This design comes from an exercise in tuning for small area and a short achievable clock period on the open sky130 flow, not from production work.
The RTL was checked by simulation tests, not by an equivalence proof against the original design.
Power figures rest on the tool's default switching activity, not on a simulated workload.

**design/flow/flow/run.sh**
```bash
#!/bin/bash
# Layout flow: the standard ORFS flow with tuned repair settings (see args.sh).
set -o pipefail
source flow/args.sh
bash standard.sh "${ARGS[@]}" finish > standard.log 2>&1
```
**design/flow/flow/args.sh**
```bash
ARGS=(MATCH_CELL_FOOTPRINT=0 "BUFFER_PORTS_ARGS=-buffer_cell sky130_fd_sc_hd__buf_4" SETUP_SLACK_MARGIN=7 TNS_END_PERCENT=0)
```
**design/flow/standard.sh**
```bash
#!/bin/bash
# synth_recipe.tcl (not shown) runs the flow's synth.tcl, then flattens the netlist and writes it again
# the make line also repeats each setting of config.mk as NAME=value (left out here)
make -C /OpenROAD-flow-scripts/flow DESIGN_CONFIG=/design/flow/config.mk WORK_HOME=/design/flow/orfs CLKGATE_MAP_FILE= SYNTH_SCRIPT=/design/flow/synth_recipe.tcl "${@:-finish}"
```
**design/flow/config.mk**
```make
export PLATFORM = sky130hd
export DESIGN_NAME = camCacheTop
export DESIGN_NICKNAME = camCacheTop
export VERILOG_FILES = /design/flow/design.v
export SDC_FILE = /design/flow/constraint.sdc
export NUM_CORES = 8
export LEC_CHECK = 0
export ABC_AREA = 1
export CAP_MARGIN = 30
export CORE_MARGIN = 2
export CORE_UTILIZATION = 50
export CTS_BUF_LIST = sky130_fd_sc_hd__clkbuf_16
export CTS_CLUSTER_DIAMETER = 60
export CTS_CLUSTER_SIZE = 24
export PLACE_DENSITY = 0.6
export SETUP_SLACK_MARGIN = 5
export SLEW_MARGIN = 30
export SYNTH_HIERARCHICAL = 1
export SYNTH_MEMORY_MAX_BITS = 16384
export TNS_END_PERCENT = 5
```
**design/flow/constraint.sdc**
```tcl
create_clock -name core_clock -period 10.0 [get_ports {CLK}]
set_input_delay 2.0000 -clock core_clock [delete_from_list [all_inputs] [get_ports {CLK}]]
set_output_delay 2.0000 -clock core_clock [all_outputs]
set_load 0.01 [all_outputs]
```
**design/flow/design.v**
```verilog
`default_nettype none
package cacheGeomPkg;
    localparam int numEntries = 64;
    localparam int tagWidth = 16;
    localparam int lineWidth = 128;
    localparam int indexWidth = $clog2(numEntries);
    localparam int groupSize = 4;
    localparam int numGroups = numEntries / groupSize;
    typedef logic [tagWidth-1:0] tagT;
    typedef logic [indexWidth-1:0] indexT;
    typedef logic [lineWidth-1:0] lineT;
    typedef logic [numEntries-1:0] entryMaskT;
    typedef logic [numGroups-1:0] groupMaskT;
endpackage
`default_nettype wire
`default_nettype none
package cacheCmdPkg;
    typedef enum logic [0:0] {
        cmdWrite  = 1'b0,
        cmdLookup = 1'b1
    } cmdT;
endpackage
`default_nettype wire
`timescale 1ns/1ps
`default_nettype none
module tagCam (
    input  logic                    CLK,
    input  logic                    rst,
    input  logic                    enable,
    input  cacheCmdPkg::cmdT        cmd,
    input  cacheGeomPkg::indexT     writeIndex,
    input  cacheGeomPkg::tagT       tag,
    output cacheGeomPkg::entryMaskT writeSel,
    output cacheGeomPkg::entryMaskT matchVec
);
    cacheGeomPkg::entryMaskT validVec;
    logic      writeEn;
    assign writeEn = enable && (cmd == cacheCmdPkg::cmdWrite);
    always_comb begin
        writeSel = '0;
        writeSel[writeIndex] = writeEn;
    end
    always_ff @(posedge CLK) begin
        if (rst) begin
            validVec <= '0;
        end else begin
            validVec <= validVec | writeSel;
        end
    end
    for (genvar i = 0; i < cacheGeomPkg::numEntries; i++) begin : gEntry
        cacheGeomPkg::tagT tagReg;
        always_ff @(posedge CLK) begin
            if (writeSel[i]) begin
                tagReg <= tag;
            end
        end
        assign matchVec[i] = validVec[i] && (tagReg == tag);
    end
endmodule
`default_nettype wire
`timescale 1ns/1ps
`default_nettype none
module matchEncoder (
    input  cacheGeomPkg::entryMaskT matchVec,
    output cacheGeomPkg::entryMaskT localSel,
    output cacheGeomPkg::groupMaskT groupAny,
    output logic                    matchAny
);
    always_comb begin
        for (int g = 0; g < cacheGeomPkg::numGroups; g++) begin
            logic below;
            below = 1'b0;
            for (int k = 0; k < cacheGeomPkg::groupSize; k++) begin
                localSel[g*cacheGeomPkg::groupSize+k] = matchVec[g*cacheGeomPkg::groupSize+k] & ~below;
                below = below | matchVec[g*cacheGeomPkg::groupSize+k];
            end
            groupAny[g] = below;
        end
    end
    assign matchAny = |groupAny;
endmodule
`default_nettype wire
`timescale 1ns/1ps
`default_nettype none
module lineStore (
    input  logic                    CLK,
    input  logic                    rst,
    input  logic                    enable,
    input  cacheCmdPkg::cmdT        cmd,
    input  cacheGeomPkg::entryMaskT writeSel,
    input  cacheGeomPkg::lineT      writeLine,
    input  cacheGeomPkg::entryMaskT localSel,
    input  cacheGeomPkg::groupMaskT groupAny,
    input  logic                    matchAny,
    output logic                    hit,
    output cacheGeomPkg::lineT      line
);
    cacheGeomPkg::lineT readLine;
    logic  writeEn;
    logic  lookupEn;
    assign writeEn  = enable && (cmd == cacheCmdPkg::cmdWrite);
    assign lookupEn = enable && (cmd == cacheCmdPkg::cmdLookup);
    cacheGeomPkg::lineT memArray [cacheGeomPkg::numEntries];
    for (genvar i = 0; i < cacheGeomPkg::numEntries; i++) begin : gLine
        always_ff @(posedge CLK) begin
            if (writeSel[i]) begin
                memArray[i] <= writeLine;
            end
        end
    end
    localparam int levels = $clog2(cacheGeomPkg::numGroups);
    cacheGeomPkg::lineT groupLine [cacheGeomPkg::numGroups];
    cacheGeomPkg::lineT nodeLine  [levels+1][cacheGeomPkg::numGroups];
    logic               nodeAny   [levels+1][cacheGeomPkg::numGroups];
    always_comb begin
        for (int g = 0; g < cacheGeomPkg::numGroups; g++) begin
            groupLine[g] = '0;
            for (int k = 0; k < cacheGeomPkg::groupSize; k++) begin
                groupLine[g] = groupLine[g]
                    | (memArray[g*cacheGeomPkg::groupSize+k]
                       & {cacheGeomPkg::lineWidth{localSel[g*cacheGeomPkg::groupSize+k]}});
            end
        end
        for (int l = 0; l <= levels; l++) begin
            for (int n = 0; n < cacheGeomPkg::numGroups; n++) begin
                nodeLine[l][n] = '0;
                nodeAny[l][n]  = 1'b0;
            end
        end
        for (int n = 0; n < cacheGeomPkg::numGroups; n++) begin
            nodeLine[0][n] = groupLine[n];
            nodeAny[0][n]  = groupAny[n];
        end
        for (int l = 1; l <= levels; l++) begin
            for (int n = 0; n < (cacheGeomPkg::numGroups >> l); n++) begin
                nodeLine[l][n] = nodeLine[l-1][2*n]
                    | (nodeLine[l-1][2*n+1] & {cacheGeomPkg::lineWidth{~nodeAny[l-1][2*n]}});
                nodeAny[l][n]  = nodeAny[l-1][2*n] | nodeAny[l-1][2*n+1];
            end
        end
        readLine = nodeLine[levels][0];
    end
    always_ff @(posedge CLK) begin
        if (rst) begin
            hit  <= 1'b0;
            line <= '0;
        end else if (lookupEn) begin
            hit  <= matchAny;
            line <= readLine;
        end else if (writeEn) begin
            hit <= 1'b0;
        end
    end
endmodule
`default_nettype wire
`timescale 1ns/1ps
`default_nettype none
module camCacheTop (
    input  logic                CLK,
    input  logic                rst,
    input  logic                enable,
    input  cacheCmdPkg::cmdT    cmd,
    input  cacheGeomPkg::indexT writeIndex,
    input  cacheGeomPkg::tagT   tag,
    input  cacheGeomPkg::lineT  writeLine,
    output logic                hit,
    output cacheGeomPkg::lineT  line
);
    cacheGeomPkg::entryMaskT writeSel;
    cacheGeomPkg::entryMaskT matchVec;
    cacheGeomPkg::entryMaskT localSel;
    cacheGeomPkg::groupMaskT groupAny;
    logic      matchAny;
    tagCam tagCamInst (
        .CLK        (CLK),
        .rst        (rst),
        .enable     (enable),
        .cmd        (cmd),
        .writeIndex (writeIndex),
        .tag        (tag),
        .writeSel   (writeSel),
        .matchVec   (matchVec)
    );
    matchEncoder matchEncoderInst (
        .matchVec   (matchVec),
        .localSel   (localSel),
        .groupAny   (groupAny),
        .matchAny   (matchAny)
    );
    lineStore lineStoreInst (
        .CLK        (CLK),
        .rst        (rst),
        .enable     (enable),
        .cmd        (cmd),
        .writeSel   (writeSel),
        .writeLine  (writeLine),
        .localSel   (localSel),
        .groupAny   (groupAny),
        .matchAny   (matchAny),
        .hit        (hit),
        .line       (line)
    );
endmodule
`default_nettype wire
```
==> results.json, run 1 <==
{
  "whs_path_depth": 2,
  "ys_seq_area_share_pct": 77.51,
  "finalClockSkew_ns": 0.07245,
  "synth_mux_area_share_pct": 0,
  "p_leak_nw": 147.4,
  "antenna_found_initial": 262,
  "cts_tree": "yes",
  "relSlewSlack_pct": 9.907,
  "numCtsBuffers": 603,
  "grt_max_degree": 91,
  "synth_xor_area_share_pct": 0.6335,
  "port_buffers": 282,
  "clkSlewWorstSetupHoldPaths_ns": 0.08,
  "crit_start": "enable",
  "core_um2": 721800,
  "route.detailed.drc": 0,
  "gp_congestion": 0.8523,
  "worstPathCellList": "buf_4, inv_1, nor2_4, buf_12, nand3_2, nor3_4, nand3_1, clkinv_8, clkbuf_16",
  "dpl.hpwl_um": 680000,
  "peakVddDrop_v": 0.0002017,
  "rrSetupSlack_ns": 6.29,
  "ctsRootBufferMaster": "clkbuf_16",
  "place_ws_ns": 2.319,
  "syn_to_final_growth_pct": 16.14,
  "cts_buffer_depth": 4,
  "avgSynthCellArea_um2": 12.78,
  "p_per_area_nw_per_um2": 174.1,
  "die_y_um": 854.9,
  "layout-drive-gt1-share_pct": 11.46,
  "crit_family": "buffers and inverters",
  "status": "failed layout checks",
  "initial_core_util_pct": 50.16,
  "first_pass_iters": 17,
  "grt_pass1_vias": 229300,
  "cp.required_ns": 10.82,
  "rr_worst_depth": 15,
  "ys_warn_count": 13,
  "cp_slowest_stage_delay_ns": 0.63,
  "regToRegEndpoint": "lineStoreInst.line[9]",
  "crit_fanout": 63,
  "vias_per_cell": 6.602,
  "synth_area_um2": 362000,
  "synthCells": 28330,
  "layout_common_cells": "nand2_1, edfxtp_1, a21oi_1",
  "nets": 29490,
  "overflow": 0,
  "layout.failed_checks": "antenna rules",
  "wl_per_cell_um": 40.23,
  "grtUsageTotal_pct": 42.68,
  "synth_simple_gate_area_share_pct": 16.29,
  "setup_viol": 0,
  "start_kind": "input port",
  "synth_seq_cells": 9409,
  "regArea_um2": 280700,
  "hold_buffers": 0,
  "slew_violations": 0,
  "finalWirelength_um": 1601000,
  "worstSkewPairLatency_ns": 1.23,
  "crit_type": "input port to flip-flop",
  "synth_nets": 28490,
  "drt_iter0_drc": 55200,
  "max_freq_ghz": 0.2089,
  "crit_path_end_kind": "flip-flop",
  "layout_commonest_cell": "nand2_1",
  "io_pins": 283,
  "nFillCells": 56230,
  "synth_top_family_by_area": "simple AND/OR/NAND/NOR gates",
  "postPlaceCellArea_um2": 376500,
  "tns_ns": 0,
  "tightest_slew_ns": 1.351,
  "critPathBufInv": 5,
  "synth_compound_area_share_pct": 3.447,
  "worstHoldEndpoint": "tagCamInst.validVec[10]",
  "antenna_left": 2,
  "clkSinkCount": 9409,
  "rsz0062_at_grt": "yes",
  "rows": 312,
  "die_x_um": 854.9,
  "die_area_um2": 730900,
  "hp-start": "tagCamInst.validVec[10]",
  "cap_violations": 0,
  "hold_violations": 0,
  "arrival_ns": 5.61,
  "power_mw": 73.20,
  "finalCritPeriodShare_pct": 47.87,
  "hold_class": "flip-flop to flip-flop",
  "vias": 262800,
  "final_area_um2": 420500,
  "cts_max_level": 6,
  "synthAdderAreaFrac_pct": 0.003456,
  "fin_crit_ns": 4.787,
  "r2r_start": "tagCamInst.gEntry[0].tagReg[15]",
  "crit_path_top_delay_cell": "clkbuf_16",
  "final_core_util_pct": 58.25,
  "yosysUniqueCellTypes": 46,
  "multi_input_area_um2": 76110,
  "worst_slack_ns": 5.213,
  "grt_pass1_wl_um": 2080000
}
[kinds of logic after synthesis]
group | Yosys count
DFF | 9409
xor gates and xnor gates | 261
buffers and inverters | 1682
adders and majority gates | 1
AOI/OAI and AO/OA | 2265
and+or+nand+nor | 14710
[Yosys stat by module (local to each module, per instance), a selection]
module / copies in the design / cell area (um^2) / flops+latches
lineStore: 1 / 314900 / 8321
tagCam: 1 / 46320 / 1088
matchEncoder: 1 / 800.8 / 0
[layout make-up]
type | instances | area share, %
diodes | 390 | 0.2321
clock buffers | 619 | 3.684
clock inverters | 487 | 1.262
inverters | 314 | 0.6434
multi-input cells | 17240 | 18.10
flip-flops and latches | 9409 | 66.76
well taps | 9577 | 2.850
repair buffers | 1732 | 6.376
repair inverters | 35 | 0.09225
[flip-flops by register name, summed over array words and instances (netlist names)]
register	count
lineStoreInst.hit	1
tagCamInst.gEntry.tagReg	1024
lineStoreInst.line	128
tagCamInst.validVec	64
lineStoreInst.memArray	8192
[Yosys cell counts, drive strengths merged]
cell type / n / share of area, %
nand2: 12010 / 12
edfxtp: 9216 / 76
a21oi: 1193 / 1.6
buf: 1061 / 1.5
nor2: 1027 / 1.1
nand4: 1014 / 1.8
o21ai: 631 / 0.87
nand3: 447 / 0.63
inv: 310 / 0.32
clkbuf: 307 / 0.32
dfxtp: 193 / 1.1
xor2: 176 / 0.43
o22ai: 175 / 0.30
a221oi: 125 / 0.30
nor3: 89 / 0.13
xnor2: 85 / 0.21
or2: 79 / 0.14
a22o: 64 / 0.15
nor4: 46 / 0.085
o211ai: 36 / 0.075
a211oi: 23 / 0.048
o2111ai: 14 / 0.034
nor3b: 5 / 0.010
clkinv: 4 / 0.0048
o221ai: 4 / 0.0097
ha: 1 / 0.0035
[per-layer routing]
layer | track usage [%] | wire length (um)
met3 | 19.56 | 282100
met2 | 58.87 | 648300
met5 | 0.5705 | 2178
met4 | 34.18 | 163100
met1 | 51.51 | 505700
[worst max-delay path by stage]
stage	end	cells after the start
finish	lineStoreInst.memArray[36][118]	9
global placement	lineStoreInst.line[12]	21
CTS	lineStoreInst.line[77]	22
global route	lineStoreInst.memArray[36][118]	9
floorplan	lineStoreInst.memArray[20][0]	7
detailed placement	lineStoreInst.line[52]	21
[what timing repair did]
action                      CTS  global route
setup endpoints to repair  9521          9516
hold endpoints to repair      0             0
pin swaps                   157            39
buffers inserted            509            59
cloned                      384            22
gates resized for setup    1847            93
[power breakdown]
group	internal, mW	switching [mW]
clock network	12.7	15.0
registers	43.4	0.154
logic	0.424	1.49
total	56.6	16.6
[worst reg2reg max path: stages (launching register included)]
cell and delay [ns]:
edfxtp_1 0.39, or2_2 0.31, a221oi_2 0.29, nand3_1 0.17, nor2_4 0.16, buf_12 0.15
buf_16 0.15, nor3_4 0.06, clkbuf_16 0.24, buf_4 0.39, a21oi_1 0.18, nand4_1 0.10
nor2_1 0.12, nand2_1 0.10, a21oi_4 0.59, a21oi_1 0.14
[stage by stage]
step / std cells / hold WS, ns
finish: 39800 / 0.4574
global route: 39550 / 0.4690
CTS: 39330 / 0.4532
detailed placement: 37330 / 0.4416
global placement: 37320 / 0.4379
floorplan: 28330 / 0.4265
==> inputs of run 2 (changes only) <==
--- a/design/flow/design.v
+++ b/design/flow/design.v
@@ -4,7 +4,7 @@
     localparam int tagWidth = 16;
     localparam int lineWidth = 128;
     localparam int indexWidth = $clog2(numEntries);
-    localparam int groupSize = 4;
+    localparam int groupSize = 8;
     localparam int numGroups = numEntries / groupSize;
     typedef logic [tagWidth-1:0] tagT;
     typedef logic [indexWidth-1:0] indexT;
==> run 2 against run 1 <==
The run now finishes clean. Design area shrank 0.99%. Clock power is essentially flat. Wire length shrank 5.7%. Largest cell class unchanged.
==> results.json, run 2 <==
{
  "status": "timing/DRC/antenna clean",
  "cap_violations": 0,
  "grt_max_degree": 82,
  "hold_violations": 0,
  "power_mw": 73.48,
  "hold_class": "flip-flop to flip-flop",
  "antenna_found_initial": 182,
  "ys_warn_count": 13,
  "antenna_left": 0,
  "clkSinkCount": 9409,
  "cts_max_level": 6,
  "synthCells": 29640,
  "hold_buffers": 0,
  "first_pass_iters": 8,
  "finalWirelength_um": 1511000,
  "worstHoldEndpoint": "tagCamInst.validVec[57]",
  "grt_pass1_wl_um": 1972000,
  "top_layer_used": "met5",
  "tns_ns": 0,
  "cp_slowest_stage_delay_ns": 0.57,
  "core_um2": 726900,
  "wl_met3_um": 237800,
  "regToRegEndpoint": "lineStoreInst.line[86]",
  "io_pins": 283,
  "syn_to_final_growth_pct": 14.15,
  "crit_type": "input port to flip-flop",
  "crit_fanout": 69,
  "finalClockSkew_ns": 0.07187,
  "tightest_slew_ns": 1.197,
  "p_per_area_nw_per_um2": 176.5,
  "grt_pass1_vias": 224900,
  "rows": 313,
  "gp_congestion": 0.8952,
  "avgSynthCellArea_um2": 12.31,
  "hp-start": "tagCamInst.validVec[57]",
  "rr_worst_depth": 18,
  "nFillCells": 58060,
  "die_y_um": 858.1,
  "vias": 253100,
  "whs_path_depth": 2,
  "clkSlewWorstSetupHoldPaths_ns": 0.09,
  "final_core_util_pct": 57.28,
  "overflow": 0,
  "vias_per_cell": 6.214,
  "finalCritPeriodShare_pct": 44.33,
  "largest_register_ffs": 8192,
  "route.detailed.drc": 0,
  "cts_buffer_depth": 4,
  "postPlaceCellArea_um2": 379500,
  "relSlewSlack_pct": 20.19,
  "worstSkewPairLatency_ns": 1.34,
  "nets": 30560,
  "start_kind": "input port",
  "wl_met2_um": 637500,
  "die_area_um2": 736300,
  "slew_violations": 0,
  "fin_crit_ns": 4.433,
  "layout_common_cells": "nand2_1, edfxtp_1, nor2_1",
  "r2r_start": "tagCamInst.gEntry[32].tagReg[7]",
  "max_freq_ghz": 0.2256,
  "synth_area_um2": 364700,
  "crit_path_top_delay_cell": "nor2_2",
  "final_area_um2": 416300,
  "initial_core_util_pct": 50.18,
  "setup_viol": 0,
  "grtUsageTotal_pct": 39.50,
  "dpl.hpwl_um": 732600,
  "p_leak_nw": 152.8,
  "rsz0062_at_grt": "yes",
  "layout-drive-gt1-share_pct": 10.23,
  "port_buffers": 282,
  "die_x_um": 858.1,
  "peakVddDrop_v": 0.0002398,
  "cts_tree": "yes",
  "critPathBufInv": 5,
  "arrival_ns": 5.34,
  "regMostFlops": "lineStoreInst.memArray",
  "reg_top3": "lineStoreInst.memArray: 8192 flops, tagCamInst.gEntry.tagReg: 1024 flops, lineStoreInst.line: 128 flops",
  "worstPathCellList": "buf_4, clkinvlp_4, ha_4, xnor2_4, inv_4, nand4_2, nor2_2, nand2_1, inv_8, buf_16",
  "ctsRootBufferMaster": "clkbuf_16",
  "wl_met1_um": 511500,
  "layout_commonest_cell": "nand2_1",
  "wl_per_cell_um": 37.09,
  "crit_path_end_kind": "flip-flop",
  "synth_nets": 29790,
  "numCtsBuffers": 605,
  "crit_family": "buffers and inverters",
  "rrSetupSlack_ns": 6.15,
  "drt_iter0_drc": 48400,
  "cp.required_ns": 10.90
}
-- run 2: what timing repair did --
item                       4_1_cts  5_1_grt
resized for setup             1480      168
buffers inserted               305       45
pin swaps                      113       56
setup endpoints to repair     9456     9457
gates cloned                   206       33
-- run 2: cell type report --
type | count | area, um^2 | share of cell area, %
clock buffer | 619 | 15490 | 3.721
timing repair buffer | 1378 | 20390 | 4.897
clock inverter | 498 | 5585 | 1.342
timing repair inverter | 27 | 312.8 | 0.07514
sequential | 9409 | 280700 | 67.43
tap | 9607 | 12020 | 2.887
inverter | 621 | 3652 | 0.8773
antenna | 210 | 525.5 | 0.1262
multi-input combinational | 18360 | 77610 | 18.64
-- run 2: where the power goes --
group / internal (mW) / switching, mW / total, mW
clock network: 13.0 / 14.9 / 28.0
registers: 43.4 / 0.176 / 43.6
logic: 0.408 / 1.49 / 1.90
total: 56.9 / 16.6 / 73.5
-- run 2: how the worst max path moves through the flow --
| stage | start | end | slack (ns) | depth (start not counted) |
|---|---|---|---|---|
| floorplan | writeIndex[0] | lineStoreInst.memArray[20][0] | 3.16 | 7 |
| finish | writeIndex[0] | lineStoreInst.memArray[55][77] | 5.57 | 10 |
| global placement | tag[2] | lineStoreInst.line[53] | 2.26 | 23 |
| CTS | tag[1] | lineStoreInst.line[110] | 5.85 | 29 |
| detailed placement | tag[6] | lineStoreInst.line[98] | 2.40 | 21 |
| global route | tag[3] | lineStoreInst.line[103] | 5.68 | 20 |
-- run 2: per-layer routing --
layer / up-vias / global-route usage, %
met1: 124600 / 51.49
met2: 21200 / 57.41
met3: 4546 / 12.87
met4: 74 / 25.08
li1: 102700 / -
met5: - / 0
-- run 2: worst register-to-register path, stage by stage, from the launching register on --
cell and delay [ns]:
edfxtp_1 0.46, a21oi_1 0.41, nand2_1 0.10, nor3_1 0.26, nand3_2 0.14, nor2_4 0.25
buf_12 0.16, buf_16 0.23, nor3_2 0.12, buf_6 0.22, buf_12 0.35, nand2_1 0.35
nand2_1 0.08, nor2_1 0.10, nand2_1 0.06, a21oi_1 0.13, nand2_1 0.09, nand2_1 0.14
a21oi_1 0.09
-- run 2: through the flow --
step           hold WS [ns]  cells  setup slack (ns)
2_1_floorplan        0.4265  29640             3.159
3_3_place_gp         0.4346  38800             2.260
3_5_place_dp         0.4426  38810             2.398
4_1_cts              0.4567  40440             5.855
5_1_grt              0.4771  40590             5.683
6_report             0.4599  40730             5.567
==> inputs of run 3 (changes only) <==
--- a/design/flow/design.v
+++ b/design/flow/design.v
@@ -4,7 +4,7 @@
     localparam int tagWidth = 16;
     localparam int lineWidth = 128;
     localparam int indexWidth = $clog2(numEntries);
-    localparam int groupSize = 8;
+    localparam int groupSize = 4;
     localparam int numGroups = numEntries / groupSize;
     typedef logic [tagWidth-1:0] tagT;
     typedef logic [indexWidth-1:0] indexT;
@@ -68,13 +68,15 @@
 );
     always_comb begin
         for (int g = 0; g < cacheGeomPkg::numGroups; g++) begin
-            logic below;
-            below = 1'b0;
-            for (int k = 0; k < cacheGeomPkg::groupSize; k++) begin
-                localSel[g*cacheGeomPkg::groupSize+k] = matchVec[g*cacheGeomPkg::groupSize+k] & ~below;
-                below = below | matchVec[g*cacheGeomPkg::groupSize+k];
-            end
-            groupAny[g] = below;
+            logic [cacheGeomPkg::groupSize-1:0] m;
+            logic [cacheGeomPkg::groupSize-1:0] p;
+            m = matchVec[g*cacheGeomPkg::groupSize +: cacheGeomPkg::groupSize];
+            p = m;
+            for (int s = 1; s < cacheGeomPkg::groupSize; s = s * 2) begin
+                p = p | (p << s);
+            end
+            localSel[g*cacheGeomPkg::groupSize +: cacheGeomPkg::groupSize] = m & ~(p << 1);
+            groupAny[g] = |m;
         end
     end
     assign matchAny = |groupAny;
@@ -110,16 +112,21 @@
     end
     localparam int levels = $clog2(cacheGeomPkg::numGroups);
     cacheGeomPkg::lineT groupLine [cacheGeomPkg::numGroups];
+    cacheGeomPkg::lineT termLine  [cacheGeomPkg::groupSize];
     cacheGeomPkg::lineT nodeLine  [levels+1][cacheGeomPkg::numGroups];
     logic               nodeAny   [levels+1][cacheGeomPkg::numGroups];
     always_comb begin
         for (int g = 0; g < cacheGeomPkg::numGroups; g++) begin
-            groupLine[g] = '0;
             for (int k = 0; k < cacheGeomPkg::groupSize; k++) begin
-                groupLine[g] = groupLine[g]
-                    | (memArray[g*cacheGeomPkg::groupSize+k]
-                       & {cacheGeomPkg::lineWidth{localSel[g*cacheGeomPkg::groupSize+k]}});
-            end
+                termLine[k] = memArray[g*cacheGeomPkg::groupSize+k]
+                    & {cacheGeomPkg::lineWidth{localSel[g*cacheGeomPkg::groupSize+k]}};
+            end
+            for (int w = cacheGeomPkg::groupSize / 2; w >= 1; w = w / 2) begin
+                for (int k = 0; k < w; k++) begin
+                    termLine[k] = termLine[2*k] | termLine[2*k+1];
+                end
+            end
+            groupLine[g] = termLine[0];
         end
         for (int l = 0; l <= levels; l++) begin
             for (int n = 0; n < cacheGeomPkg::numGroups; n++) begin
==> run 3 against run 2 <==
Via count up 0.32%. Highest routed layer unchanged. Clock-buffer cell count down 12. Flip-flop and latch count unchanged. Critical endpoint is now lineStoreInst.line[49]. Clock power about the same. Final cell count down 2.5%. Global-route usage down 2.1 points. Largest cell class unchanged. Power about the same. Maximum frequency up 0.63%. Synthesized cell count down 3.6%. Die area down 0.56%.
==> results.json, run 3 <==
{
  "nFillCells": 56510,
  "initial_core_util_pct": 50.22,
  "ys_top_cells_by_count": "nand2_1, edfxtp_1, nor2_1",
  "avgSynthCellArea_um2": 12.70,
  "largest_register_ffs": 8192,
  "finalCritPeriodShare_pct": 44.05,
  "clkSinkCount": 9409,
  "io_pins": 283,
  "ys_seq_area_share_pct": 77.38,
  "gp_congestion": 0.8678,
  "start_kind": "input port",
  "postPlaceCellArea_um2": 377000,
  "tightest_slew_ns": 1.361,
  "cts_tree": "yes",
  "core_um2": 722200,
  "synth_simple_gate_area_share_pct": 16.91,
  "synth_mux_area_share_pct": 0,
  "synth_compound_area_share_pct": 2.945,
  "dpl.hpwl_um": 679900,
  "hold_violations": 0,
  "regArea_um2": 280600,
  "cp.required_ns": 11.08,
  "syn_to_final_growth_pct": 16.14,
  "p_leak_nw": 147.6,
  "die_area_um2": 732100,
  "rows": 312,
  "switching_share_pct": 22.38,
  "grt_max_degree": 92,
  "synth_area_um2": 362700,
  "antenna_left": 0,
  "use_met2_pct": 55.85,
  "setup_viol": 0,
  "tns_ns": 0,
  "wl_per_cell_um": 38.11,
  "nets": 29650,
  "grtUsageMet1_pct": 47.79,
  "post-synth-top-area-fraction_pct": 76.31,
  "max_freq_ghz": 0.2270,
  "first_pass_iters": 13,
  "crit_path_end_kind": "flip-flop",
  "fin_crit_ns": 4.405,
  "overflow": 0,
  "p_comb_share_pct": 2.6,
  "cts_max_level": 6,
  "ys_warn_count": 14,
  "reg_top3": "lineStoreInst.memArray: 8192 flops, tagCamInst.gEntry.tagReg: 1024 flops, lineStoreInst.line: 128 flops",
  "cts_buffer_depth": 4,
  "peakVddDrop_v": 0.0001882,
  "regMostFlops": "lineStoreInst.memArray",
  "hold_class": "flip-flop to flip-flop",
  "crit_type": "input port to flip-flop",
  "route.detailed.drc": 0,
  "p_int_mw": 57.03,
  "synth_nets": 28710,
  "multi_input_area_um2": 77740,
  "ctsRootBufferMaster": "clkbuf_16",
  "finalWirelength_um": 1514000,
  "crit_fanout": 90,
  "synth_top_area_cell": "edfxtp_1",
  "yosysMostFrequentCell": "nand2_1",
  "finalClockSkew_ns": 0.06205,
  "arrival_ns": 5.48,
  "die_x_um": 855.7,
  "layout_common_cells": "nand2_1, edfxtp_1, nand4_1",
  "layout-drive-gt1-share_pct": 12.29,
  "async_reset_ff_share_pct": 0,
  "power_mw": 73.47,
  "synth_top_family_by_area": "simple AND/OR/NAND/NOR gates",
  "synth_seq_cells": 9409,
  "pwr-share-clk_pct": 38.2,
  "synth_area_leaders": "edfxtp_1, nand2_1, nand4_1",
  "grt_pass1_wl_um": 1886000,
  "synthAdderAreaFrac_pct": 0.003450,
  "layout_commonest_cell": "nand2_1",
  "switchingPower_mw": 16.44,
  "synth_ff_type": "edfxtp_1",
  "worstSkewPairLatency_ns": 1.23,
  "busiest_layer": "met2",
  "grtUsageTotal_pct": 37.37,
  "vias": 253900,
  "status": "timing/DRC/antenna clean",
  "numCtsBuffers": 601,
  "port_buffers": 282,
  "p_per_area_nw_per_um2": 174.4,
  "clkSlewWorstSetupHoldPaths_ns": 0.09,
  "cap_violations": 0,
  "die_y_um": 855.7,
  "synth_xor_area_share_pct": 0.6324,
  "use_met3_pct": 10.92,
  "yosysUniqueCellTypes": 49,
  "relSlewSlack_pct": 9.243,
  "antenna_found_initial": 177,
  "final_area_um2": 421200,
  "synth_edf_count": 9216,
  "grt_pass1_vias": 223800,
  "slew_violations": 0,
  "power_frac_seq_pct": 59.3,
  "vias_per_cell": 6.390,
  "drt_iter0_drc": 48060,
  "synthCells": 28560,
  "rsz0062_at_grt": "yes"
}
## run 3: layout make-up
cell class,count,area share (%)
sequential,9409,66.63
inverter,315,0.6253
antenna,153,0.09090
timing repair inverter,27,0.06328
clock buffer,607,3.606
clock inverter,501,1.431
multi-input combinational,17470,18.46
timing repair buffer,1675,6.252
tap,9577,2.845
## run 3: cell families (layout without fill, tap and decap cells)
kind of cell	count (synthesis)	count (layout)
XOR/XNOR	261	261
adder cells (fa/ha/maj)	1	1
buffers and inverters	1683	3125
AND/OR/NAND/NOR	15310	15310
other	0	153
AO/OA/AOI/OAI	1898	1898
flip-flops	9409	9409
## run 3: through the flow
step | util [%] | instances | hold slack (ns) | setup WS, ns
floorplan | - | 28560 | 0.4265 | 3.159
global route | 58.28 | 39620 | 0.4754 | 5.738
global placement | 52.16 | 37550 | 0.4413 | 2.227
finish | 58.32 | 39730 | 0.4617 | 5.595
detailed placement | 52.20 | 37560 | 0.4473 | 2.153
CTS | 57.01 | 39180 | 0.4604 | 5.909
## run 3: critical path, stage by stage
cell,delay [ns]
buf_16,0.15
buf_16,0.17
or2_2,0.33
a221oi_4,0.49
nand3_2,0.15
nor2_4,0.23
nor2_2,0.09
nand2_1,0.23
nor2_4,0.11
buf_16,0.22
a21oi_2,0.47
nand2_1,0.14
nand2_1,0.08
a21oi_1,0.06
## run 3: final timing paths
check,start,to,slack (ns),cells past startpoint
max,tag[14],lineStoreInst.line[49],5.59,14
min,tagCamInst.validVec[59],tagCamInst.validVec[59],0.46,2
max reg2reg,tagCamInst.gEntry[37].tagReg[14],lineStoreInst.line[49],6.35,12
min reg2reg,tagCamInst.validVec[59],tagCamInst.validVec[59],0.46,2
## run 3: per-module statistics from Yosys (local to each module, per instance), a selection
module,area (um^2),copies in the design,flip-flops and latches,cells inside
lineStore,315500,1,8321,24640
tagCam,46320,1,1088,3728
matchEncoder,805.8,1,0,190
## run 3: power by group through the flow
stage | clock network, mW | registers, mW | logic, mW
2_1_floorplan | 0 | 44.4 | 0.423
3_3_place_gp | 0 | 44.4 | 1.43
3_5_place_dp | 0 | 44.4 | 1.46
4_1_cts | 27.9 | 43.5 | 1.70
5_1_grt | 29.3 | 43.6 | 1.91
6_report | 28.0 | 43.6 | 1.89
## run 3: what timing repair did
item	4_1_cts	5_1_grt
pin swaps	122	227
endpoints found under the hold margin	0	0
cloned	224	174
buffers inserted	288	217
gates resized for setup	1421	754
hold buffers	0	0
setup endpoints to repair	9482	9454
## run 3: routing by layer
layer | vias up | part of all wire [%]
met5 | - | 0.056
met4 | 60 | 9.5
met3 | 5127 | 16
met2 | 21710 | 42
met1 | 125100 | 33
li1 | 101900 | -
==> inputs of run 4 (changes only) <==
--- a/design/flow/design.v
+++ b/design/flow/design.v
@@ -54,8 +54,21 @@
                 tagReg <= tag;
             end
         end
-        assign matchVec[i] = validVec[i] && (tagReg == tag);
-    end
+        tagCompare tagCompareInst (
+            .valid  (validVec[i]),
+            .stored (tagReg),
+            .tag    (tag),
+            .match  (matchVec[i])
+        );
+    end
+endmodule
+module tagCompare (
+    input  logic              valid,
+    input  cacheGeomPkg::tagT stored,
+    input  cacheGeomPkg::tagT tag,
+    output logic              match
+);
+    assign match = valid && (stored == tag);
 endmodule
 `default_nettype wire
 `timescale 1ns/1ps
==> run 4 against run 3 <==
Still clean. Design area up 0.88%. Worst setup slack improved by 0.12 ns. Sequential share of layout area down 0.53 points. Wire length up 6.2%. Non-clock buffer count down 110. Hold slack worse by 0.0054 ns. Clock skew rose by 0.032 ns. Final cell count up 5.3%. Synthesized cell count grew 6.0%. Critical path type unchanged. Largest cell class unchanged. Highest routed layer unchanged.
==> results.json, run 4 <==
{
  "yosysMostFrequentCell": "nand2_1",
  "core_um2": 731900,
  "worstSkewPairLatency_ns": 1.28,
  "largest_register_ffs": 8192,
  "crit_fanout": 61,
  "ys_warn_count": 14,
  "switching_share_pct": 22.52,
  "critPathBufInv": 6,
  "pwr-share-clk_pct": 38.0,
  "multi_input_area_um2": 79010,
  "p_leak_nw": 154.7,
  "syn_to_final_growth_pct": 15.56,
  "tns_ns": 0,
  "die_x_um": 861.5,
  "die_y_um": 861.5,
  "finalWirelength_um": 1608000,
  "die_area_um2": 742200,
  "crit_path_end_kind": "flip-flop",
  "overflow": 0,
  "synth_seq_cells": 9409,
  "final_core_util_pct": 58.05,
  "power_mw": 73.45,
  "place_ws_ns": 2.628,
  "route.detailed.drc": 0,
  "regMostFlops": "lineStoreInst.memArray",
  "arrival_ns": 5.00,
  "clkSlewWorstSetupHoldPaths_ns": 0.08,
  "synth_area_leaders": "edfxtp_1, nand2_1, nand4_1",
  "post-synth-top-area-fraction_pct": 75.27,
  "worstPathCellList": "buf_4, clkinvlp_4, ha_4, nand2_1, or2_1, nand2_4, inv_6, nor2_8, buf_12, nand2_1, clkinv_8, buf_12",
  "fin_crit_ns": 4.281,
  "hold_class": "flip-flop to flip-flop",
  "ys_seq_area_share_pct": 76.32,
  "status": "timing/DRC/antenna clean",
  "cp_slowest_stage_delay_ns": 0.40,
  "initial_core_util_pct": 50.23,
  "rows": 314,
  "cts_tree": "yes",
  "synth_ff_type": "edfxtp_1",
  "p_int_mw": 56.91,
  "peakVddDrop_v": 0.0002397,
  "fin_cells": 41840,
  "async_reset_ff_share_pct": 0,
  "relSlewSlack_pct": 18.65,
  "switchingPower_mw": 16.54,
  "grt_pass1_wl_um": 2021000,
  "finalClockSkew_ns": 0.09411,
  "p_per_area_nw_per_um2": 172.9,
  "first_pass_iters": 9,
  "rsz0062_at_grt": "yes",
  "nFillCells": 57880,
  "tightest_slew_ns": 1.220,
  "synth_top_area_cell": "edfxtp_1",
  "synthCells": 30280,
  "worst_slack_ns": 5.719,
  "cts_buffer_depth": 4,
  "vias_per_cell": 6.325,
  "grt_pass1_vias": 230100,
  "antenna_left": 0,
  "final_area_um2": 424900,
  "numCtsBuffers": 606,
  "finalCritPeriodShare_pct": 42.81,
  "layout-drive-gt1-share_pct": 11.18,
  "crit_family": "buffers and inverters",
  "yosysUniqueCellTypes": 38,
  "start_kind": "input port",
  "grtUsageTotal_pct": 40.41,
  "layout_commonest_cell": "nand2_1",
  "slew_violations": 0,
  "regArea_um2": 280800,
  "power_frac_seq_pct": 59.4,
  "crit_type": "input port to flip-flop",
  "dpl.hpwl_um": 699600,
  "synth_edf_count": 9216,
  "reg_top3": "lineStoreInst.memArray: 8192 flops, tagCamInst.gEntry.tagReg: 1024 flops, lineStoreInst.line: 128 flops",
  "io_pins": 283,
  "ys_top_cells_by_count": "nand2_1, edfxtp_1, nor2_1",
  "clkSinkCount": 9409,
  "grt_max_degree": 76,
  "ctsRootBufferMaster": "clkbuf_16",
  "hold_violations": 0,
  "gp_congestion": 0.8687,
  "synth_area_um2": 367700,
  "max_freq_ghz": 0.2336,
  "wl_per_cell_um": 38.44,
  "antenna_found_initial": 237,
  "port_buffers": 282,
  "cap_violations": 0,
  "postPlaceCellArea_um2": 383000,
  "cp.required_ns": 10.72,
  "synth_nets": 30440,
  "vias": 264600,
  "cts_max_level": 6,
  "drt_iter0_drc": 53950,
  "nets": 31460,
  "avgSynthCellArea_um2": 12.14,
  "setup_viol": 0,
  "p_comb_share_pct": 2.6,
  "layout_common_cells": "nand2_1, edfxtp_1, nor2_1",
  "fin_hold_ws_ns": 0.4563,
  "dp.cells": 39670,
  "crit_path_top_delay_cell": "buf_12"
}
==> run 4: cell count changes after synthesis, moves of 92 or more <==
| cell | previous run | this run |
|---|---|---|
| a21oi_1 | 996 | 904 |
| a221oi_1 | 125 | 0 |
| buf_2 | 953 | 859 |
| inv_1 | 284 | 975 |
| inv_2 | 27 | 217 |
| nand2_1 | 12415 | 13628 |
| nor2_1 | 1233 | 1696 |
| o21ai_0 | 331 | 200 |
| xor2_1 | 176 | 320 |
==> run 4: what timing repair did <==
| action | in CTS | in global routing |
|---|---|---|
| buffers inserted | 322 | 119 |
| hold endpoints to repair | 0 | 0 |
| pin swaps | 108 | 87 |
| gates resized for setup | 1535 | 443 |
| gates cloned | 273 | 112 |
| setup endpoints to repair | 9464 | 9471 |
| hold buffers | 0 | 0 |
==> run 4: modules after synthesis, one instance, submodules excluded, a selection <==
module | flops+latches | cells inside | cell area [um^2] | copies in the design
lineStore | 8321 | 24640 | 315500 | 1
tagCam | 1088 | 1422 | 33700 | 1
tagCompare | 0 | 63 | 275.3 | 64
matchEncoder | 0 | 190 | 805.8 | 1
==> run 4: worst register-to-register path, stage by stage (launching register included) <==
cell and delay [ns]:
edfxtp_1 0.38, xor2_1 0.18, nor3_2 0.37, nand2_1 0.16, nor2_4 0.15, buf_12 0.16
buf_12 0.19, buf_16 0.38, buf_16 0.49, nand2_1 0.26, nand4_1 0.20, nor2_2 0.08
nand2_1 0.13, a21oi_1 0.06, a21oi_1 0.15
==> run 4: power by group through the flow <==
stage | registers (mW) | logic, mW | clock network (mW)
3_3_place_gp | 44.5 | 1.50 | 0
4_1_cts | 43.6 | 1.82 | 27.7
6_report | 43.6 | 1.93 | 27.9
3_5_place_dp | 44.5 | 1.53 | 0
2_1_floorplan | 44.4 | 0.419 | 0
5_1_grt | 43.6 | 1.99 | 29.1
==> run 4: final timing paths <==
kind                                    from  cells after the start  slack [ns]                             end
min                   tagCamInst.validVec[5]                      2        0.46          tagCamInst.validVec[5]
max reg2reg  tagCamInst.gEntry[0].tagReg[14]                     14        6.64          lineStoreInst.line[34]
min reg2reg           tagCamInst.validVec[5]                      2        0.46          tagCamInst.validVec[5]
max                            writeIndex[0]                     12        5.72  lineStoreInst.memArray[28][48]
==> run 4: cell type report <==
type,instances,share of cell area (%)
flip-flops and latches,9409,66.10
multi-input cells,18500,18.60
repair buffers,1565,5.905
clock buffers,631,3.716
well taps,9796,2.885
inverters,1197,1.367
clock inverters,483,1.230
diodes,225,0.1325
repair inverters,32,0.06832
==> run 4: metal layers <==
metal	global-route usage, %	wire length [um]
met1	52.07	524600
met3	15.05	283400
met2	57.50	655100
met4	26.49	142300
met5	0.6594	2819
==> run 4: cell families (layout without fill, tap and decap cells) <==
kind of cell | count (synthesis) | after routing | synth area share, %
AO/OA/AOI/OAI | 1362 | 1362 | 1.908
XOR/XNOR | 321 | 321 | 0.7667
adder cells (fa/ha/maj) | 1 | 1 | 0.003403
buffers and inverters | 2378 | 3908 | 2.787
flip-flops | 9409 | 9409 | 76.32
other | 0 | 225 | 0
AND/OR/NAND/NOR | 16810 | 16810 | 18.21
==> inputs of run 5 (changes only) <==
--- a/design/flow/design.v
+++ b/design/flow/design.v
@@ -6,6 +6,7 @@
     localparam int indexWidth = $clog2(numEntries);
     localparam int groupSize = 4;
     localparam int numGroups = numEntries / groupSize;
+    localparam int numSlices = 4;
     typedef logic [tagWidth-1:0] tagT;
     typedef logic [indexWidth-1:0] indexT;
     typedef logic [lineWidth-1:0] lineT;
@@ -104,8 +105,8 @@
     input  cacheCmdPkg::cmdT        cmd,
     input  cacheGeomPkg::entryMaskT writeSel,
     input  cacheGeomPkg::lineT      writeLine,
-    input  cacheGeomPkg::entryMaskT localSel,
-    input  cacheGeomPkg::groupMaskT groupAny,
+    input  cacheGeomPkg::entryMaskT [cacheGeomPkg::numSlices-1:0] localSel,
+    input  cacheGeomPkg::groupMaskT [cacheGeomPkg::numSlices-1:0] groupAny,
     input  logic                    matchAny,
     output logic                    hit,
     output cacheGeomPkg::lineT      line
@@ -123,42 +124,42 @@
             end
         end
     end
-    localparam int levels = $clog2(cacheGeomPkg::numGroups);
-    cacheGeomPkg::lineT groupLine [cacheGeomPkg::numGroups];
-    cacheGeomPkg::lineT termLine  [cacheGeomPkg::groupSize];
-    cacheGeomPkg::lineT nodeLine  [levels+1][cacheGeomPkg::numGroups];
-    logic               nodeAny   [levels+1][cacheGeomPkg::numGroups];
+    localparam int levels     = $clog2(cacheGeomPkg::numGroups);
+    localparam int sliceWidth = cacheGeomPkg::lineWidth / cacheGeomPkg::numSlices;
+    typedef logic [sliceWidth-1:0] sliceT;
+    sliceT termLine  [cacheGeomPkg::groupSize];
+    sliceT nodeLine  [levels+1][cacheGeomPkg::numGroups];
+    logic  nodeAny   [levels+1][cacheGeomPkg::numGroups];
     always_comb begin
-        for (int g = 0; g < cacheGeomPkg::numGroups; g++) begin
-            for (int k = 0; k < cacheGeomPkg::groupSize; k++) begin
-                termLine[k] = memArray[g*cacheGeomPkg::groupSize+k]
-                    & {cacheGeomPkg::lineWidth{localSel[g*cacheGeomPkg::groupSize+k]}};
-            end
-            for (int w = cacheGeomPkg::groupSize / 2; w >= 1; w = w / 2) begin
-                for (int k = 0; k < w; k++) begin
-                    termLine[k] = termLine[2*k] | termLine[2*k+1];
-                end
-            end
-            groupLine[g] = termLine[0];
-        end
-        for (int l = 0; l <= levels; l++) begin
-            for (int n = 0; n < cacheGeomPkg::numGroups; n++) begin
-                nodeLine[l][n] = '0;
-                nodeAny[l][n]  = 1'b0;
-            end
-        end
-        for (int n = 0; n < cacheGeomPkg::numGroups; n++) begin
-            nodeLine[0][n] = groupLine[n];
-            nodeAny[0][n]  = groupAny[n];
-        end
-        for (int l = 1; l <= levels; l++) begin
-            for (int n = 0; n < (cacheGeomPkg::numGroups >> l); n++) begin
-                nodeLine[l][n] = nodeLine[l-1][2*n]
-                    | (nodeLine[l-1][2*n+1] & {cacheGeomPkg::lineWidth{~nodeAny[l-1][2*n]}});
-                nodeAny[l][n]  = nodeAny[l-1][2*n] | nodeAny[l-1][2*n+1];
-            end
-        end
-        readLine = nodeLine[levels][0];
+        for (int h = 0; h < cacheGeomPkg::numSlices; h++) begin
+            for (int l = 0; l <= levels; l++) begin
+                for (int n = 0; n < cacheGeomPkg::numGroups; n++) begin
+                    nodeLine[l][n] = '0;
+                    nodeAny[l][n]  = 1'b0;
+                end
+            end
+            for (int g = 0; g < cacheGeomPkg::numGroups; g++) begin
+                for (int k = 0; k < cacheGeomPkg::groupSize; k++) begin
+                    termLine[k] = memArray[g*cacheGeomPkg::groupSize+k][h*sliceWidth +: sliceWidth]
+                        & {sliceWidth{localSel[h][g*cacheGeomPkg::groupSize+k]}};
+                end
+                for (int w = cacheGeomPkg::groupSize / 2; w >= 1; w = w / 2) begin
+                    for (int k = 0; k < w; k++) begin
+                        termLine[k] = termLine[2*k] | termLine[2*k+1];
+                    end
+                end
+                nodeLine[0][g] = termLine[0];
+                nodeAny[0][g]  = groupAny[h][g];
+            end
+            for (int l = 1; l <= levels; l++) begin
+                for (int n = 0; n < (cacheGeomPkg::numGroups >> l); n++) begin
+                    nodeLine[l][n] = nodeLine[l-1][2*n]
+                        | (nodeLine[l-1][2*n+1] & {sliceWidth{~nodeAny[l-1][2*n]}});
+                    nodeAny[l][n]  = nodeAny[l-1][2*n] | nodeAny[l-1][2*n+1];
+                end
+            end
+            readLine[h*sliceWidth +: sliceWidth] = nodeLine[levels][0];
+        end
     end
     always_ff @(posedge CLK) begin
         if (rst) begin
@@ -188,9 +189,9 @@
 );
     cacheGeomPkg::entryMaskT writeSel;
     cacheGeomPkg::entryMaskT matchVec;
-    cacheGeomPkg::entryMaskT localSel;
-    cacheGeomPkg::groupMaskT groupAny;
-    logic      matchAny;
+    cacheGeomPkg::entryMaskT [cacheGeomPkg::numSlices-1:0] localSel;
+    cacheGeomPkg::groupMaskT [cacheGeomPkg::numSlices-1:0] groupAny;
+    logic [cacheGeomPkg::numSlices-1:0] matchAny;
     tagCam tagCamInst (
         .CLK        (CLK),
         .rst        (rst),
@@ -201,12 +202,14 @@
         .writeSel   (writeSel),
         .matchVec   (matchVec)
     );
-    matchEncoder matchEncoderInst (
-        .matchVec   (matchVec),
-        .localSel   (localSel),
-        .groupAny   (groupAny),
-        .matchAny   (matchAny)
-    );
+    for (genvar h = 0; h < cacheGeomPkg::numSlices; h++) begin : gSlice
+        matchEncoder matchEncoderInst (
+            .matchVec   (matchVec),
+            .localSel   (localSel[h]),
+            .groupAny   (groupAny[h]),
+            .matchAny   (matchAny[h])
+        );
+    end
     lineStore lineStoreInst (
         .CLK        (CLK),
         .rst        (rst),
@@ -216,7 +219,7 @@
         .writeLine  (writeLine),
         .localSel   (localSel),
         .groupAny   (groupAny),
-        .matchAny   (matchAny),
+        .matchAny   (matchAny[0]),
         .hit        (hit),
         .line       (line)
     );
==> run 5 against run 4 <==
Still clean. Synthesized area increased by 0.28%. Combinational power increased by 9.8%. Clock skew decreased by 0.032 ns. Utilization decreased by 0.54 points. Clock power decreased by 2%. Flip-flop and latch count unchanged. Global-route usage decreased by 6.4 points. Wire length decreased by 19%. Critical path type unchanged. Largest cell class unchanged. Largest power group unchanged.
==> results.json, run 5 <==
{
  "status": "timing/DRC/antenna clean",
  "layout-drive-gt1-share_pct": 11.71,
  "fin_cells": 41640,
  "cts_tree": "yes",
  "crit_path_top_delay_cell": "clkinv_8",
  "power_mw": 72.98,
  "dpl.hpwl_um": 678000,
  "numCtsBuffers": 600,
  "grt_max_degree": 100,
  "crit_fanout": 81,
  "drt_iter0_drc": 38850,
  "gp_congestion": 0.8705,
  "max_freq_ghz": 0.2348,
  "fin_crit_ns": 4.258,
  "cap_violations": 0,
  "cp_slowest_stage_delay_ns": 0.40,
  "clkSinkCount": 9409,
  "die_y_um": 862.7,
  "vias": 245100,
  "dp.cells": 39800,
  "synth_nets": 30370,
  "regMostFlops": "lineStoreInst.memArray",
  "synthCells": 30220,
  "arrival_ns": 5.10,
  "core_um2": 735400,
  "crit_type": "input port to flip-flop",
  "overflow": 0,
  "antenna_found_initial": 121,
  "reg_top3": "lineStoreInst.memArray: 8192 flops, tagCamInst.gEntry.tagReg: 1024 flops, lineStoreInst.line: 128 flops",
  "worstSkewPairLatency_ns": 1.26,
  "port_buffers": 282,
  "rsz0062_at_grt": "yes",
  "route.detailed.drc": 0,
  "antenna_left": 0,
  "tightest_slew_ns": 1.166,
  "finalClockSkew_ns": 0.06223,
  "finalCritPeriodShare_pct": 42.58,
  "postPlaceCellArea_um2": 386900,
  "worstPathCellList": "buf_4, clkinvlp_4, ha_4, xnor2_4, inv_4, nor2_1, nand2_1, nor2_1, nand2_1, clkinv_8, buf_16",
  "vias_per_cell": 5.885,
  "cp.required_ns": 10.84,
  "hold_violations": 0,
  "grt_pass1_wl_um": 1777000,
  "slew_violations": 0,
  "grt_pass1_vias": 222600,
  "die_area_um2": 744200,
  "p_per_area_nw_per_um2": 172.6,
  "relSlewSlack_pct": 22.26,
  "setup_viol": 0,
  "cts_buffer_depth": 4,
  "wl_per_cell_um": 31.34,
  "crit_path_end_kind": "flip-flop",
  "io_pins": 283,
  "first_pass_iters": 9,
  "final_area_um2": 422900,
  "nets": 31430,
  "syn_to_final_growth_pct": 14.71,
  "fin_hold_ws_ns": 0.4545,
  "largest_register_ffs": 8192,
  "grtUsageTotal_pct": 34.04,
  "ys_warn_count": 13,
  "layout_common_cells": "nand2_1, edfxtp_1, nor2_1",
  "initial_core_util_pct": 50.13,
  "die_x_um": 862.7,
  "hold_class": "flip-flop to flip-flop",
  "cts_max_level": 6,
  "tns_ns": 0,
  "hold_buffers": 0,
  "start_kind": "input port",
  "synth_area_um2": 368700,
  "ctsRootBufferMaster": "clkbuf_16",
  "peakVddDrop_v": 0.0001926,
  "avgSynthCellArea_um2": 12.20,
  "p_leak_nw": 153.7,
  "rows": 315,
  "finalWirelength_um": 1305000,
  "clkSlewWorstSetupHoldPaths_ns": 0.08,
  "layout_commonest_cell": "nand2_1"
}
## run 5: final cells by class
class / instances / area, um^2
fill: 58280 / 312500
timing repair inverter: 10 / 85.08
multi-input combinational: 18370 / 81950
sequential: 9409 / 280700
antenna: 50 / 125.1
clock buffer: 621 / 15540
tap: 9827 / 12300
inverter: 1379 / 6022
clock inverter: 471 / 5039
timing repair buffer: 1499 / 21220
## run 5: worst max-delay path, delay by kind of cell
| kind | cells | cell delay (ns) |
|---|---|---|
| xor+xnor | 1 | 0.28 |
| simple gates | 4 | 0.81 |
| buf+inv | 5 | 1.23 |
| fa+ha+maj | 1 | 0.23 |
## run 5: layer usage
| layer | GRT usage, % | up-vias | part of all wire (%) | wire (um) |
|---|---|---|---|---|
| met1 | 47.34 | 121600 | 38 | 493400 |
| li1 | - | 105500 | - | - |
| met2 | 50.95 | 15360 | 44 | 570900 |
| met4 | 15.39 | 72 | 5.4 | 71100 |
| met5 | 0.3712 | - | 0.073 | 948 |
| met3 | 8.646 | 2531 | 13 | 168700 |
## run 5: metrics by stage
step,setup slack [ns],util [%]
after floorplan,3.175,-
after global placement,1.635,52.29
after detailed placement,2.389,52.60
after CTS,5.972,57.25
after global routing,5.779,57.49
final,5.742,57.51
## run 5: timing repair
action                     4_1_cts  5_1_grt
pin swaps                      185       41
setup endpoints to repair     9537     9475
buffers inserted               421       71
resized for setup             1348      151
cloned                         191       12
## run 5: power breakdown
group          switching, mW  internal (mW)  total [mW]
combinational           1.68          0.442        2.12
clock                   14.5           12.8        27.3
sequential             0.108           43.4        43.6
## run 5: path summary, 6_finish.rpt
check,cells after the start,start,slack (ns),endpoint
worst min-delay path,2,tagCamInst.validVec[11],0.45,tagCamInst.validVec[11]
worst max register to register,17,tagCamInst.gEntry[37].tagReg[14],6.53,lineStoreInst.line[107]
worst min register to register,2,tagCamInst.validVec[11],0.45,tagCamInst.validVec[11]
worst max-delay path,11,writeIndex[0],5.74,lineStoreInst.memArray[12][81]
==> inputs of run 6 (changes only) <==
--- a/design/flow/design.v
+++ b/design/flow/design.v
@@ -4,7 +4,7 @@
     localparam int tagWidth = 16;
     localparam int lineWidth = 128;
     localparam int indexWidth = $clog2(numEntries);
-    localparam int groupSize = 4;
+    localparam int groupSize = 8;
     localparam int numGroups = numEntries / groupSize;
     localparam int numSlices = 4;
     typedef logic [tagWidth-1:0] tagT;
==> run 6 against run 5 <==
Still clean on timing, DRC and antenna. Clock power rose by 4%. First-iteration DRC count shrank 8.2%. Global-route usage down 1.6 points. Die area increased by 0.70%. Sequential power about the same. Design area hardly changed. Synthesized area rose by 0.70%. Non-clock buffer count decreased by 258. Final cell count is 3.7% higher. Synthesized cell count up 5.3%. Utilization down 0.41 points. Clock-buffer cell count increased by 26.
==> results.json, run 6 <==
{
  "drt_iter0_drc": 35650,
  "wl_per_cell_um": 29.19,
  "hp-start": "tagCamInst.validVec[51]",
  "rows": 316,
  "cts_max_level": 6,
  "synthCells": 31820,
  "finalWirelength_um": 1261000,
  "cts_tree": "yes",
  "cts_buffer_depth": 4,
  "ys_warn_count": 13,
  "crit_type": "input port to flip-flop",
  "setup_viol": 0,
  "route.detailed.drc": 0,
  "crit_path_end_kind": "flip-flop",
  "fin_crit_ns": 4.219,
  "relSlewSlack_pct": 21.64,
  "first_pass_iters": 9,
  "synth_area_um2": 371300,
  "fin_hold_ws_ns": 0.4521,
  "finalCritPeriodShare_pct": 42.19,
  "cap_violations": 0,
  "hold_violations": 0,
  "tns_ns": 0,
  "grtUsageTotal_pct": 32.49,
  "regMostFlops": "lineStoreInst.memArray",
  "start_kind": "input port",
  "gp_congestion": 0.8687,
  "arrival_ns": 5.01,
  "grt_pass1_wl_um": 1720000,
  "overflow": 0,
  "port_buffers": 282,
  "rr_worst_depth": 21,
  "finalClockSkew_ns": 0.05841,
  "grt_max_degree": 97,
  "die_area_um2": 749400,
  "rrSetupSlack_ns": 6.54,
  "nets": 32920,
  "tightest_slew_ns": 1.175,
  "antenna_found_initial": 88,
  "antenna_left": 0,
  "peakVddDrop_v": 0.0002176,
  "initial_core_util_pct": 50.16,
  "grt_pass1_vias": 223100,
  "io_pins": 283,
  "layout-drive-gt1-share_pct": 10.68,
  "clkSinkCount": 9409,
  "dpl.hpwl_um": 673000,
  "ctsRootBufferMaster": "clkbuf_16",
  "nFillCells": 59710,
  "die_x_um": 865.7,
  "r2r_start": "tagCamInst.gEntry[0].tagReg[4]",
  "reg_top3": "lineStoreInst.memArray: 8192 flops, tagCamInst.gEntry.tagReg: 1024 flops, lineStoreInst.line: 128 flops",
  "numCtsBuffers": 624,
  "avgSynthCellArea_um2": 11.67,
  "hold_class": "flip-flop to flip-flop",
  "worstHoldEndpoint": "tagCamInst.validVec[51]",
  "synth_nets": 31980,
  "regToRegEndpoint": "lineStoreInst.line[51]",
  "largest_register_ffs": 8192,
  "clkSlewWorstSetupHoldPaths_ns": 0.08,
  "worstSkewPairLatency_ns": 1.21,
  "max_freq_ghz": 0.2370,
  "rsz0062_at_grt": "yes",
  "p_per_area_nw_per_um2": 174.7,
  "crit_fanout": 70,
  "die_y_um": 865.7,
  "core_um2": 740200,
  "p_leak_nw": 161.0,
  "whs_path_depth": 2,
  "status": "timing/DRC/antenna clean",
  "vias": 244000,
  "syn_to_final_growth_pct": 13.83,
  "layout_common_cells": "nand2_1, edfxtp_1, nor2_1",
  "vias_per_cell": 5.648,
  "cp.required_ns": 10.79,
  "layout_commonest_cell": "nand2_1",
  "slew_violations": 0
}
[run 6: changes by cell type in the layout (fill, tap and decap cells not counted), moves of 151 or more]
| cell | before | now |
|---|---|---|
| nand4_1 | 1025 | 399 |
| o21ai_0 | 409 | 189 |
| a22o_1 | 194 | 0 |
| buf_4 | 719 | 546 |
| nor2_2 | 114 | 265 |
| a21oi_1 | 704 | 459 |
| inv_1 | 1113 | 1355 |
| nor2_1 | 1371 | 2373 |
| nand2_1 | 12963 | 14817 |
[run 6: area by class of cell]
cell class                 instances  area [um^2]  area share (%)
sequential                      9409       280700           66.41
multi-input combinational      19870        83390           19.73
timing repair buffer            1241        17170           4.064
clock buffer                     647        16190           3.831
tap                             9858        12330           2.919
inverter                        1607         6983           1.652
clock inverter                   503         5595           1.324
timing repair inverter            16        140.1         0.03316
antenna                           52        130.1         0.03079
[run 6: worst max-delay path by stage]
stage	cells after the start	start	to	slack, ns
global placement	24	tag[6]	lineStoreInst.line[84]	2.49
finish	11	writeIndex[0]	lineStoreInst.memArray[19][51]	5.78
CTS	22	tag[5]	lineStoreInst.line[84]	6.02
detailed placement	24	tag[6]	lineStoreInst.line[84]	2.47
floorplan	7	writeIndex[0]	lineStoreInst.memArray[20][0]	3.18
global route	9	writeIndex[0]	lineStoreInst.memArray[37][11]	5.81
[run 6: layer usage]
metal,up-vias,wire length [um],track usage (%)
met1,120200,482200,44.69
met4,36,71040,14.97
met3,2369,137400,5.765
met5,-,239,0
li1,107600,-,-
met2,13790,570100,50.96
[run 6: metrics by stage]
step	power [mW]	worst slack, ns	std cells	area (um^2)	util (%)
after floorplan	44.84	3.175	31820	371300	-
after global placement	46.09	2.492	41520	387400	52.34
after detailed placement	46.13	2.468	41550	388400	52.48
after CTS	73.86	6.022	43050	420200	56.77
after global routing	75.40	5.812	43160	422500	57.08
final	73.81	5.781	43200	422600	57.10
[run 6: worst max-delay path, stage by stage]
cell	delay, ns
buf_4	0.14
clkinvlp_4	0.19
ha_4	0.23
xnor2_4	0.27
inv_4	0.11
nor2_2	0.36
inv_1	0.10
nor2_1	0.15
nand2_1	0.18
inv_8	0.42
buf_12	0.31
[run 6: repair_timing]
action	in CTS	in global routing
cloned	114	36
setup buffers	236	57
gates resized for setup	1283	272
pin swaps	110	45
setup endpoints to repair	9510	9427
hold buffers	0	0
[run 6: report_power, final]
group	internal [mW]	total (mW)	switching (mW)
Sequential	43.4	43.6	0.116
Clock	13.5	28.3	14.8
Combinational	0.427	1.99	1.57

re-timing with driven ports:
Ports are ideal in the flow. The routed layouts listed here were re-timed in OpenROAD.
Step 1 (the two cells are an assumption about what drives the block):
set clk [get_ports {CLK}]
set_driving_cell -lib_cell sky130_fd_sc_hd__clkbuf_16 $clk
set_driving_cell -lib_cell sky130_fd_sc_hd__buf_2 [delete_from_list [all_inputs] $clk]
Step 2 times the ports against the registers' clock, not the clock port: input delays grow and output delays shrink by t, the midpoint of the rising clock arrivals with the driver on.
Three values: ideal ports, drivers, drivers and shift; two values: the first two.
run	t, ns	slack for setup (ns)	worst hold slack (ns)	worst setup path after step 2	latest minus earliest clock arrival (ns)
run 1	1.349	5.213 / 5.345 / 3.996	0.457 / 0.457 / 0.457	input to register	0.076 / 0.075
run 2	1.413	5.567 / 5.432 / 4.019	0.460 / 0.460 / 0.460	input to register	0.087 / 0.087
run 3	1.360	5.595 / 5.424 / 4.064	0.462 / 0.462 / 0.462	input to register	0.082 / 0.082
run 4	1.353	5.719 / 5.567 / 4.213	0.456 / 0.456 / 0.456	input to register	0.099 / 0.099
run 5	1.338	5.742 / 5.351 / 4.013	0.455 / 0.455 / 0.455	input to register	0.078 / 0.078
run 6	1.324	5.781 / 5.608 / 4.284	0.452 / 0.452 / 0.452	input to register	0.074 / 0.074
The setup slack of run 5, which loses most, moves by -0.391 ns with the drivers and by -1.729 ns with both steps.
